What follows belongs to an exercise in optimizing a design on an open flow for small area, a short achievable clock period and few clock cycles per item; a production flow would make more cautious choices.
In this exercise RTL edits were held to simulation tests only and were not proved equivalent to the original.
No activity file was given, so power comes from the tool's default toggle rates.

==> design/flow/design.v <==
package ospfb_pkg;
  localparam int SAMPLE_W = 16;
  localparam int COEFF_W  = 8;
  localparam int ACC_W    = 21;
  localparam int OUT_W    = 18;
  typedef logic signed [SAMPLE_W-1:0] sample_t;
  typedef logic signed [COEFF_W-1:0]  coeff_t;
  typedef logic signed [ACC_W-1:0]    acc_t;
  typedef logic signed [OUT_W-1:0]    out_t;
  localparam int OUT_MAX = (1 << (OUT_W - 1)) - 1;
  localparam int OUT_MIN = -(1 << (OUT_W - 1));
  localparam int DIG_W = 5;
endpackage
`timescale 1ns/1ns
import ospfb_pkg::*;
module ospfb_ctrl #(
  parameter int FFT_LEN = 32,
  parameter int DEC_FAC = 24,
  parameter int PTAPS   = 4,
  localparam int BR_W   = $clog2(FFT_LEN)
) (
  input  logic                     clk,
  input  logic                     rst_n,
  input  logic                     in_valid,
  output logic                     in_ready,
  output logic [FFT_LEN-1:0]       wsel,
  output logic                     commit,
  output logic                     beat_valid,
  output logic                     beat_last,
  output logic [PTAPS*DIG_W-1:0]   beat_dig,
  output logic                     frame_start
);
  localparam int NCOEF = FFT_LEN * PTAPS;
  logic [DIG_W-1:0] dig_tab [NCOEF];
  for (genvar k = 0; k < NCOEF; k++) begin : g_coef
    localparam int H  = ((3 * k) % 11) - 5;
    localparam int B  = (H >= 3) ? 1 : ((H <= -3) ? -1 : 0);
    localparam int A  = H - 4 * B;
    assign dig_tab[k] = {A != 0, (A == 2) || (A == -2), A < 0, B != 0, B < 0};
  end
  logic [4:0]  koff;
  logic        rd_act;
  logic        ok;
  logic        fresh;
  logic [1:0]  g2;       
  logic [2:0]  gs;       
  logic [1:0]  fr2;      
  logic [2:0]  frs;      
  logic signed [6:0] dw;  
  logic signed [6:0] da;  
  logic [FFT_LEN-1:0] pv;
  logic [FFT_LEN-1:0] ptag;
  logic [4:0]  wres;
  logic [4:0]  ares;
  logic        inv;
  logic        accept;
  logic [4:0]  rres;
  logic        end_sw;
  logic [4:0]  p_prep;
  logic        chk;
  logic        start_rd;
  logic [4:0]  koff_n;
  logic [4:0]  rres_n;
  logic        rd_n;
  logic [1:0]  g2_n;
  logic [2:0]  gs_n;
  logic [1:0]  fr2_n;
  logic [2:0]  frs_n;
  logic [FFT_LEN-1:0] pv_n;
  logic [FFT_LEN-1:0] ptag_n;
  logic signed [6:0] dw_n;
  logic signed [6:0] da_0;
  logic signed [6:0] da_1;
  logic        commit_n;
  logic [FFT_LEN-1:0] free_n;
  logic        rdy_0;
  logic        rdy_1;
  logic [4:0]  p_n;
  logic [4:0]  wpos;
  logic [PTAPS*DIG_W-1:0] dig_n;
  assign accept = in_valid && in_ready;
  assign rres   = 5'(23 - koff);
  assign end_sw = (koff == 5'd31);
  assign p_prep = {2'(3 * g2), 3'b000} + koff;
  assign chk      = ($signed({dw[6], dw}) + $signed({3'b000, p_prep})) >= 0;
  assign start_rd = end_sw && ok && chk;
  assign koff_n = (fresh && accept) ? 5'd8 : koff + 5'd1;
  assign rres_n = 5'(23 - koff_n);
  assign rd_n   = end_sw ? start_rd : rd_act;
  assign g2_n   = g2 + 2'(start_rd);
  assign gs_n   = (start_rd && gs != 3'd5) ? gs + 3'd1 : gs;
  assign fr2_n  = start_rd ? g2 : fr2;
  assign frs_n  = start_rd ? gs : frs;
  always_comb begin
    pv_n   = pv;
    ptag_n = ptag;
    if (commit) pv_n[rres] = 1'b0;
    if (inv) begin
      pv_n[wres]   = 1'b1;
      ptag_n[wres] = g2[0] ^ ~dw[6];
    end
  end
  assign dw_n = dw + 7'(inv) - (start_rd ? 7'sd24 : 7'sd0);
  assign da_0 = da - (start_rd ? 7'sd24 : 7'sd0);
  assign da_1 = da_0 + 7'sd1;
  assign commit_n = pv_n[rres_n] && (ptag_n[rres_n] == g2_n[0]);
  assign free_n   = ~pv_n | (commit_n ? (FFT_LEN'(1) << rres_n) : '0);
  assign rdy_0 = free_n[ares] && (da_0 < 7'sd24);
  assign rdy_1 = free_n[5'(ares + 5'd1)] && (da_1 < 7'sd24);
  assign wpos = 5'(rres_n - 5'd1 - ares);
  assign p_n = {2'(3 * fr2_n), 3'b000} + koff_n;
  always_comb begin
    for (int t = 0; t < PTAPS; t++) begin
      if ((32 * t + int'(p_n)) >= 24 * (int'(frs_n) + 1))
        dig_n[t*DIG_W +: DIG_W] = '0;
      else
        dig_n[t*DIG_W +: DIG_W] = dig_tab[t*FFT_LEN + int'(p_n)];
    end
  end
  always_ff @(posedge clk or negedge rst_n) begin
    if (!rst_n) begin
      koff        <= '0;
      rd_act      <= 1'b0;
      ok          <= 1'b0;
      fresh       <= 1'b1;
      g2          <= '0;
      gs          <= '0;
      fr2         <= '0;
      frs         <= '0;
      dw          <= -7'sd24;
      da          <= -7'sd24;
      pv          <= '0;
      wres        <= '0;
      ares        <= '0;
      inv         <= 1'b0;
      in_ready    <= 1'b1;
      wsel        <= '0;
      commit      <= 1'b0;
      beat_valid  <= 1'b0;
      beat_last   <= 1'b0;
      frame_start <= 1'b0;
    end else begin
      koff     <= koff_n;
      rd_act   <= rd_n;
      ok       <= (fresh && accept) ? 1'b0 : (end_sw ? 1'b1 : (ok && chk));
      if (accept) fresh <= 1'b0;
      g2       <= g2_n;
      gs       <= gs_n;
      fr2      <= fr2_n;
      frs      <= frs_n;
      dw       <= dw_n;
      da       <= accept ? da_1 : da_0;
      pv       <= pv_n;
      wres     <= wres + 5'(inv);
      ares     <= ares + 5'(accept);
      inv      <= accept;
      in_ready <= accept ? rdy_1 : rdy_0;
      wsel     <= accept ? (FFT_LEN'(1) << wpos) : '0;
      commit   <= commit_n;
      beat_valid  <= rd_n;
      beat_last   <= rd_n && (koff_n == 5'd31);
      frame_start <= rd_n && (koff_n == 5'd0);
    end
  end
  always_ff @(posedge clk) begin
    ptag     <= ptag_n;
    beat_dig <= dig_n;
  end
endmodule
`timescale 1ns/1ns
import ospfb_pkg::*;
module pfb_delay_line #(
  parameter int FFT_LEN = 32,
  parameter int PTAPS   = 4
) (
  input  logic                      clk,
  input  logic [FFT_LEN-1:0]        wsel,      
  input  logic [SAMPLE_W-1:0]       wdata,
  input  logic                      commit,    
  output logic [PTAPS*SAMPLE_W-1:0] taps_data  
);
  localparam int CW = PTAPS * SAMPLE_W;
  localparam int SW = SAMPLE_W;
  logic [FFT_LEN*CW-1:0] tap;
  logic [FFT_LEN*SW-1:0] pend;
  always_ff @(posedge clk) begin
    for (int k = 0; k < FFT_LEN - 1; k++) begin
      tap[k*CW +: CW]  <= tap[(k+1)*CW +: CW];
      pend[k*SW +: SW] <= wsel[k] ? wdata : pend[(k+1)*SW +: SW];
    end
    tap[(FFT_LEN-1)*CW +: CW]  <= commit ? {tap[CW-SW-1:0], pend[SW-1:0]} : tap[CW-1:0];
    pend[(FFT_LEN-1)*SW +: SW] <= wsel[FFT_LEN-1] ? wdata : pend[SW-1:0];
  end
  assign taps_data = tap[CW-1:0];
endmodule
`timescale 1ns/1ns
import ospfb_pkg::*;
module pfb_mac #(
  parameter int PTAPS = 4
) (
  input  logic                      clk,
  input  logic                      rst_n,
  input  logic                      beat_valid,
  input  logic                      beat_last,
  input  logic [PTAPS*DIG_W-1:0]    beat_dig,
  input  logic [PTAPS*SAMPLE_W-1:0] taps_data,
  output logic                      acc_valid,
  output ospfb_pkg::acc_t           acc,
  output logic                      acc_last
);
  localparam int W = ACC_W;
  localparam int NV = 2 * PTAPS + 1;
  logic [W-1:0] v [NV];
  logic [2:0]   nb;
  always_comb begin
    nb = '0;
    for (int t = 0; t < PTAPS; t++) begin
      logic [SAMPLE_W-1:0] x;
      logic a_nz, a_two, a_neg, b_nz, b_neg;
      logic [W-1:0] ta, tb;
      x = taps_data[t*SAMPLE_W +: SAMPLE_W];
      {a_nz, a_two, a_neg, b_nz, b_neg} = beat_dig[t*DIG_W +: DIG_W];
      if (a_two)      ta = W'($signed({x, 1'b0}));
      else if (a_nz)  ta = W'($signed(x));
      else            ta = '0;
      ta = ta ^ {W{a_neg}};
      tb = b_nz ? W'($signed({x, 2'b00})) : '0;
      tb = tb ^ {{(W-2){b_neg}}, 2'b00};
      tb[0] = a_neg;
      v[2*t]   = ta;
      v[2*t+1] = tb;
      nb = nb + 3'(b_neg);
    end
    v[NV-1] = W'({nb, 2'b00});
  end
  function automatic logic [2*W-1:0] csa(input logic [W-1:0] a, input logic [W-1:0] b, input logic [W-1:0] c);
    logic [W-1:0] s, cy;
    s  = a ^ b ^ c;
    cy = ((a & b) | (a & c) | (b & c)) << 1;
    csa = {cy, s};
  endfunction
  logic [W-1:0] s1, c1, s2, c2, s3, c3, s4, c4, s5, c5, s6, c6, s7, c7;
  logic [W-1:0] sum;
  always_comb begin
    {c1, s1} = csa(v[0], v[1], v[2]);
    {c2, s2} = csa(v[3], v[4], v[5]);
    {c3, s3} = csa(v[6], v[7], v[8]);
    {c4, s4} = csa(s1, c1, s2);
    {c5, s5} = csa(c2, s3, c3);
    {c6, s6} = csa(s4, c4, s5);
    {c7, s7} = csa(s6, c6, c5);
    sum = s7 + c7;
  end
  always_ff @(posedge clk or negedge rst_n) begin
    if (!rst_n) begin
      acc_valid <= 1'b0;
      acc_last  <= 1'b0;
    end else begin
      acc_valid <= beat_valid;
      acc_last  <= beat_valid && beat_last;
    end
  end
  always_ff @(posedge clk) begin
    acc <= sum;
  end
endmodule
`timescale 1ns/1ns
import ospfb_pkg::*;
module pfb_out_stage (
  input  logic clk,
  input  logic rst_n,
  input  logic acc_valid,
  input  ospfb_pkg::acc_t acc,
  input  logic acc_last,
  output logic out_valid,
  output ospfb_pkg::out_t out_data,
  output logic out_last,
  output logic out_sat
);
  logic clip;
  assign clip = (acc[ACC_W-1:OUT_W-1] != '0) && (acc[ACC_W-1:OUT_W-1] != '1);
  always_ff @(posedge clk or negedge rst_n) begin
    if (!rst_n) begin
      out_valid <= 1'b0;
      out_last  <= 1'b0;
      out_sat   <= 1'b0;
    end else begin
      out_valid <= acc_valid;
      out_last  <= acc_valid && acc_last;
      out_sat   <= acc_valid && clip;
    end
  end
  always_ff @(posedge clk) begin
    if (clip) out_data <= acc[ACC_W-1] ? OUT_W'(OUT_MIN) : OUT_W'(OUT_MAX);
    else      out_data <= acc[OUT_W-1:0];
  end
endmodule
`timescale 1ns/1ns
import ospfb_pkg::*;
module ospfb_top #(
  parameter int FFT_LEN = 32,
  parameter int DEC_FAC = 24,
  parameter int PTAPS   = 4,
  localparam int BR_W   = $clog2(FFT_LEN)
) (
  input  logic    clk,
  input  logic    rst_n,
  input  logic    in_valid,
  input  ospfb_pkg::sample_t in_data,
  output logic    in_ready,
  output logic    out_valid,
  output ospfb_pkg::out_t    out_data,
  output logic    out_last,
  output logic    out_sat,
  output logic    frame_start
);
  logic [SAMPLE_W-1:0]       in_q;
  logic [FFT_LEN-1:0]        wsel;
  logic                      commit;
  logic                      beat_valid;
  logic                      beat_last;
  logic [PTAPS*DIG_W-1:0]    beat_dig;
  logic [PTAPS*SAMPLE_W-1:0] taps_data;
  logic                      acc_valid;
  ospfb_pkg::acc_t           acc;
  logic                      acc_last;
  always_ff @(posedge clk) begin
    in_q <= in_data;
  end
  ospfb_ctrl #(
    .FFT_LEN(FFT_LEN),
    .DEC_FAC(DEC_FAC),
    .PTAPS  (PTAPS)
  ) i_ctrl (
    .clk        (clk),
    .rst_n      (rst_n),
    .in_valid   (in_valid),
    .in_ready   (in_ready),
    .wsel       (wsel),
    .commit     (commit),
    .beat_valid (beat_valid),
    .beat_last  (beat_last),
    .beat_dig   (beat_dig),
    .frame_start(frame_start)
  );
  pfb_delay_line #(
    .FFT_LEN(FFT_LEN),
    .PTAPS  (PTAPS)
  ) i_delay_line (
    .clk      (clk),
    .wsel     (wsel),
    .wdata    (in_q),
    .commit   (commit),
    .taps_data(taps_data)
  );
  pfb_mac #(
    .PTAPS(PTAPS)
  ) i_mac (
    .clk       (clk),
    .rst_n     (rst_n),
    .beat_valid(beat_valid),
    .beat_last (beat_last),
    .beat_dig  (beat_dig),
    .taps_data (taps_data),
    .acc_valid (acc_valid),
    .acc       (acc),
    .acc_last  (acc_last)
  );
  pfb_out_stage i_out_stage (
    .clk      (clk),
    .rst_n    (rst_n),
    .acc_valid(acc_valid),
    .acc      (acc),
    .acc_last (acc_last),
    .out_valid(out_valid),
    .out_data (out_data),
    .out_last (out_last),
    .out_sat  (out_sat)
  );
endmodule
==> design/flow/run.sh <==
#!/bin/bash
# synth_recipe.tcl (not shown) runs the flow's synth.tcl, then flattens the netlist and writes it again
# the make line also repeats each setting of config.mk as NAME=value (left out here)
make -C /OpenROAD-flow-scripts/flow DESIGN_CONFIG=/design/flow/config.mk WORK_HOME=/design/flow/orfs CLKGATE_MAP_FILE= SYNTH_SCRIPT=/design/flow/synth_recipe.tcl finish
==> design/flow/config.mk <==
export PLATFORM = sky130hd
export DESIGN_NAME = ospfb_top
export DESIGN_NICKNAME = ospfb_top
export VERILOG_FILES = /design/flow/design.v
export SDC_FILE = /design/flow/constraint.sdc
export NUM_CORES = 4
export LEC_CHECK = 0
export CAP_MARGIN = 20
export CORE_MARGIN = 2
export CORE_UTILIZATION = 40
export SLEW_MARGIN = 20
==> design/flow/constraint.sdc <==
create_clock -name core_clock -period 9.0 [get_ports {clk}]
set_input_delay 1.8000 -clock core_clock [delete_from_list [all_inputs] [get_ports {clk}]]
set_output_delay 1.8000 -clock core_clock [all_outputs]
set_load 0.01 [all_outputs]
==> summary.txt <==
- The run finished with no timing, DRC or antenna violations.
- The detailed placer's ending HPWL is 94800 µm.
- The number of failing setup endpoints in the final timing report is 0.
- The initial utilization of the core area, before any placement, comes to 40.3%.
- Row generation in the floorplan step produced 159 rows.
- In this run the worst setup path begins at i_ctrl.beat_dig[10].
- The number of global-route vias before repair is 37769.
- The hold violation count in the final report is 0.
- The total vias in the final route is 36882.
- The maximum operating frequency is around 140 MHz.
- Counting the fill cells in the layout gives 16424.
- Of all flip-flops after synthesis, the portion carrying an async set or reset was 4.17%.
- The congestion estimate from routability-driven global placement came to 0.883.
- The height of the die is 439 µm.
- The leakage power summed over all cells is 36.0 nW.
- The most critical setup path has its endpoint at i_mac.acc[20].
- The number of antenna violations at the first check in global routing was 7.
- The relative max-transition margin is 24.8%.
- The global routing usage summed across all routing layers is 15.3%.
- The reported max-cap violation count is 0.
- Global routing used 24.0% of the available met2 tracks.
- Setup slack on the worst reg-to-reg path comes out at 1.63 ns.
- The post-layout minimum cycle time is 7.37 ns.
- The sort of element at the start of the critical path is a flop.
- The slack of the critical path is 1.63 ns.
- The design draws ~28 mW.
- The final cell count without fillers is 8117.
- The total number of nets in the final design is roughly 5600.
- The synthesized netlist occupies a cell area of about 0.076 mm².
- The number of buffers created by CTS is between 200 and 300.
- The data arrival time at the worst-slack endpoint is ~8 ns.
- The clock tree from TritonCTS is yes.
- The buffer count from post-CTS setup fixing is 0.
- The capture point of the worst reg-to-reg path is i_mac.acc[20].
- The layout cell share with drive strength beyond 1 is 19.7%.
- Counting flops and latches in the post-synthesis netlist gives between 2000 and 3000.
- The leftover overflow at the end of global routing is 0.
- The biggest area contributor in the post-synthesis netlist is sky130_fd_sc_hd__dfxtp_1.
- The number of cells traversed by the worst register-to-register path is 25.
- Dividing total power by cell area gives a power density of 321 mW/mm².
- Averaged over all synthesized cells, the footprint is between 10 and 15 µm².
- The first-pass iteration count of the detailed router is 5.
- The worst-case IR drop observed on VDD is between 0.15 and 0.2 mV.
- The number of nets still failing antenna checks after routing is 0.
- For this design, the sink count on the clock tree is 2783.
- The most instantiated flip-flop cell in the synthesis netlist is sky130_fd_sc_hd__dfxtp_1.
- The first-pass GRT wire length is 228000 µm.
- In the final routed layout, each cell accounts on average for 18.1 µm.
- The number of ports placed on the die boundary is 42.
- The region available for standard cell placement spans around 0.19 mm².
- Summed over its instances, the top area cell type makes up 70.5% of the synthesized netlist area.
- After layout, the worst path uses between 80% and 90% of the clock period.
- The post-placement cell count is 7640.
- STA classifies the critical path endpoint as a flop.
- Setup repair after global routing left no endpoint under its margin.
- The number of levels in the clock H-tree is 5.
- The synthesized netlist net count is 5483.
- The transition time at the pin with the least slew margin is about 1.1 ns.
- Data on the critical path is required at its endpoint by around 9.8 ns.
- The number of gates given a new drive strength after cts is 0.
- Of all nets on the critical path, the largest fanout is 13.
- Clock skew on the completed layout was measured at 0.0528 ns.
- Adding up every negative setup slack in the final design gives 0 ns.
- The die covers 0.193 mm².
- Entering global routing, the biggest net connects 69 pins.
- The clock reaches the later pin of the worst-skew pair after 0.89 ns.
- Global routing consumed, on the met3 layer, 2.77% of the routing resources.
- In this run the critical register-to-register path is launched from i_ctrl.beat_dig[10].
- The detailed router's first-iteration violation count is around 2300.
- Dividing the detail-routed via count by the number of cells gives 4.54.
- Buffers placed on the I/O ports in this run total 41.
- The count of distinct cell types in the synthesized netlist is 85.
- In this run the worst hold path is classified as flop to flop.
- During synthesis, Yosys emitted a total of 7 warnings.
- The remaining design rule violation count is 0.
- The number of instances in the synthesized netlist is roughly 5300.
- The number of max-slew violations in the final report is 0.
- Yosys attributes the largest share of cell area to sky130_fd_sc_hd__dfxtp_1, sky130_fd_sc_hd__mux2_2, sky130_fd_sc_hd__dfrtp_1, sky130_fd_sc_hd__fa_1, sky130_fd_sc_hd__xnor2_1.
- At the placement stage, the worst setup path has a slack of approximately 1.7 ns.
- The met1 layer usage reported by global route is approximately 22%.
- The cell sitting at the root of the clock tree is a sky130_fd_sc_hd__clkbuf_16.
- The wire length reported by the detailed router is 147000 µm.
- No sink is reached through more buffers than the 4 on the longest clock path.
- The number of flops mapped to enable cells by yosys is 0.
- In this run the most critical hold path is launched from i_delay_line.tap[785].
- The clock-pin slew reported for the worst setup and hold paths after clock tree synthesis is 0.07 ns.
- The area added between synthesis and finish is 16.2%.
- From left edge to right edge, the die measures 439 µm.
- The number of buffers inserted by hold repair at cts is 0.
- met2 is the most crowded layer.
- The worst setup path is of the flop to flop kind.
- The sequential area share after synthesis is approximately three quarters.
## cells in the mapped netlist, drive strengths merged (10+ instances only)
cell	count
clkbuf	186
nand3	52
a21oi	64
a31oi	23
dfrtp	108
a311oi	10
nor2	160
a211oi	14
and2	15
a21o	26
xor2	66
nand4	21
o22ai	20
dfxtp	2667
a22oi	59
nor4	13
inv	194
nand2b	11
xnor2	136
o311ai	12
fa	111
o31ai	24
mux2	590
o21ai	105
mux2i	13
buf	39
nor3	33
and3	10
o211ai	18
nand2	214
ha	87
nor2b	15
## power breakdown
group	total, mW	leakage, nW	switching [mW]	internal, mW
logic	2.74	8.45	1.46	1.28
clock network	11.3	4.46	4.47	6.81
registers	14.3	23.1	0.566	13.7
## area by class of cell
cell class	instances	area, µm²	area share (%)
Antenna cell	2	5.00	0.00569
Clock buffer	394	8090	9.19
Clock inverter	80	1000	1.14
Inverter	196	736	0.836
Multi-Input combinational cell	2062	17900	20.3
Sequential cell	2783	56300	64.0
Tap cell	2495	3120	3.55
Timing Repair Buffer	105	901	1.02
## cell families (layout without fill, tap and decap cells)
group | after synthesis | count (layout) | synth area share (%)
DFF | 2783 | 2783 | 74.3
xor gates and xnor gates | 203 | 203 | 2.37
buffers and inverters | 421 | 775 | 2.14
muxes | 603 | 603 | 8.94
and+or+nand+nor | 579 | 579 | 3.50
AOI/OAI and AO/OA | 479 | 479 | 4.37
adders and majority gates | 198 | 198 | 4.37
other | 0 | 2 | 0
## placed cells by master, fill, tap and decap left out, types with 20 or more instances in the layout
cell type,n
sky130_fd_sc_hd__a21o_1,26
sky130_fd_sc_hd__a21oi_1,64
sky130_fd_sc_hd__a22oi_1,59
sky130_fd_sc_hd__a31oi_1,23
sky130_fd_sc_hd__buf_4,64
sky130_fd_sc_hd__clkbuf_1,52
sky130_fd_sc_hd__clkbuf_16,283
sky130_fd_sc_hd__clkbuf_8,59
sky130_fd_sc_hd__clkdlybuf4s50_1,40
sky130_fd_sc_hd__clkinv_2,30
sky130_fd_sc_hd__dfrtp_1,107
sky130_fd_sc_hd__dfxtp_1,2662
sky130_fd_sc_hd__fa_1,111
sky130_fd_sc_hd__ha_1,87
sky130_fd_sc_hd__inv_1,193
sky130_fd_sc_hd__mux2_2,588
sky130_fd_sc_hd__nand2_1,214
sky130_fd_sc_hd__nand3_1,52
sky130_fd_sc_hd__nand4_1,21
sky130_fd_sc_hd__nor2_1,160
sky130_fd_sc_hd__nor3_1,32
sky130_fd_sc_hd__o21ai_0,99
sky130_fd_sc_hd__o22ai_1,20
sky130_fd_sc_hd__o31ai_1,24
sky130_fd_sc_hd__xnor2_1,134
sky130_fd_sc_hd__xor2_1,66
## worst min-delay path by stage
stage                                         to  slack, ns  depth (start not counted)
after CTS                 i_delay_line.tap[1681]       0.28                          0
after floorplan              i_delay_line.tap[0]       0.31                          0
after global routing      i_delay_line.tap[1858]       0.29                          0
final                      i_delay_line.tap[721]       0.28                          0
after global placement    i_delay_line.tap[1631]       0.31                          0
after detailed placement   i_delay_line.tap[118]       0.31                          0
## state kept, by name (all words and copies together), names as in the netlist, 2 cells and up
register and count:
i_delay_line.pend 512, i_ctrl.wsel 32, i_mac.acc 21, i_ctrl.g2 2, in_q 16, i_out_stage.out_data 18, i_ctrl.dw 7, i_ctrl.beat_dig 20
i_ctrl.ares 5, i_ctrl.wres 5, i_ctrl.ptag 32, i_delay_line.tap 2048, i_ctrl.pv 32, i_ctrl.fr2 2, i_ctrl.da 7, i_ctrl.frs 3
i_ctrl.gs 3, i_ctrl.koff 5
## critical path: stages (launching register included)
cell and delay [ns]:
sky130_fd_sc_hd__dfxtp_1 0.81, sky130_fd_sc_hd__clkinv_1 0.47, sky130_fd_sc_hd__fa_1 0.53, sky130_fd_sc_hd__inv_1 0.06
sky130_fd_sc_hd__ha_1 0.23, sky130_fd_sc_hd__fa_1 0.38, sky130_fd_sc_hd__fa_1 0.49, sky130_fd_sc_hd__inv_1 0.05
sky130_fd_sc_hd__fa_1 0.47, sky130_fd_sc_hd__inv_1 0.06, sky130_fd_sc_hd__fa_1 0.47, sky130_fd_sc_hd__ha_1 0.33
sky130_fd_sc_hd__nor2b_1 0.14, sky130_fd_sc_hd__o21ai_0 0.21, sky130_fd_sc_hd__a21boi_0 0.20, sky130_fd_sc_hd__o21ai_0 0.25
sky130_fd_sc_hd__a21boi_0 0.16, sky130_fd_sc_hd__o21ai_0 0.26, sky130_fd_sc_hd__a21boi_0 0.17, sky130_fd_sc_hd__o21a_1 0.24
sky130_fd_sc_hd__o21ai_0 0.16, sky130_fd_sc_hd__nand2b_1 0.10, sky130_fd_sc_hd__a31o_2 0.27, sky130_fd_sc_hd__a41o_1 0.26
sky130_fd_sc_hd__o41ai_1 0.34, sky130_fd_sc_hd__xnor2_1 0.12
## metal layers
layer  vias to the layer above  wire length [µm]
met5                         -                 0
met4                         0              3710
met3                       283              6050
met2                       720             65800
met1                     18102             71100
li1                      17777                 -
## stage by stage
stage	area, µm²	hold slack (ns)	utilization (%)
after floorplan	75800	0.310	-
after global placement	78900	0.310	42.0
after detailed placement	78900	0.312	42.0
after CTS	88000	0.284	46.8
after global routing	88000	0.289	46.8
final	88000	0.285	46.8
Testbench counts, summed over its fixed seeds: cycles 12,760, items 12,288.

==> separate check: timing with driven ports <==
The flow's constraints put no driver on any port. The routed layout listed below was extracted and timed again, unchanged, in two steps. Step 1 (the two cells are an assumption about what drives the block):
set clk [get_ports {clk}]
set_driving_cell -lib_cell sky130_fd_sc_hd__clkbuf_16 $clk
set_driving_cell -lib_cell sky130_fd_sc_hd__buf_2 [delete_from_list [all_inputs] $clk]
Step 2 adds t to the input delays and takes it off the output delays; t is the mean of the earliest and latest rising clock arrival at the registers after step 1. Input paths then give back, and output paths get back, about the clock's delay inside the block. a / b / c = no drivers / after step 1 / after step 2; a / b = the first two.
t, ns: 0.951
setup WS [ns]: 1.628 / 1.628 / 1.628
worst setup path at the end: register to register
worst register clock-pin slew, ns: 0.07 / 0.07
After both steps this run still meets setup and hold. For this run, drivers alone change the setup slack by 0.000 ns; drivers and shift together by 0.000 ns.
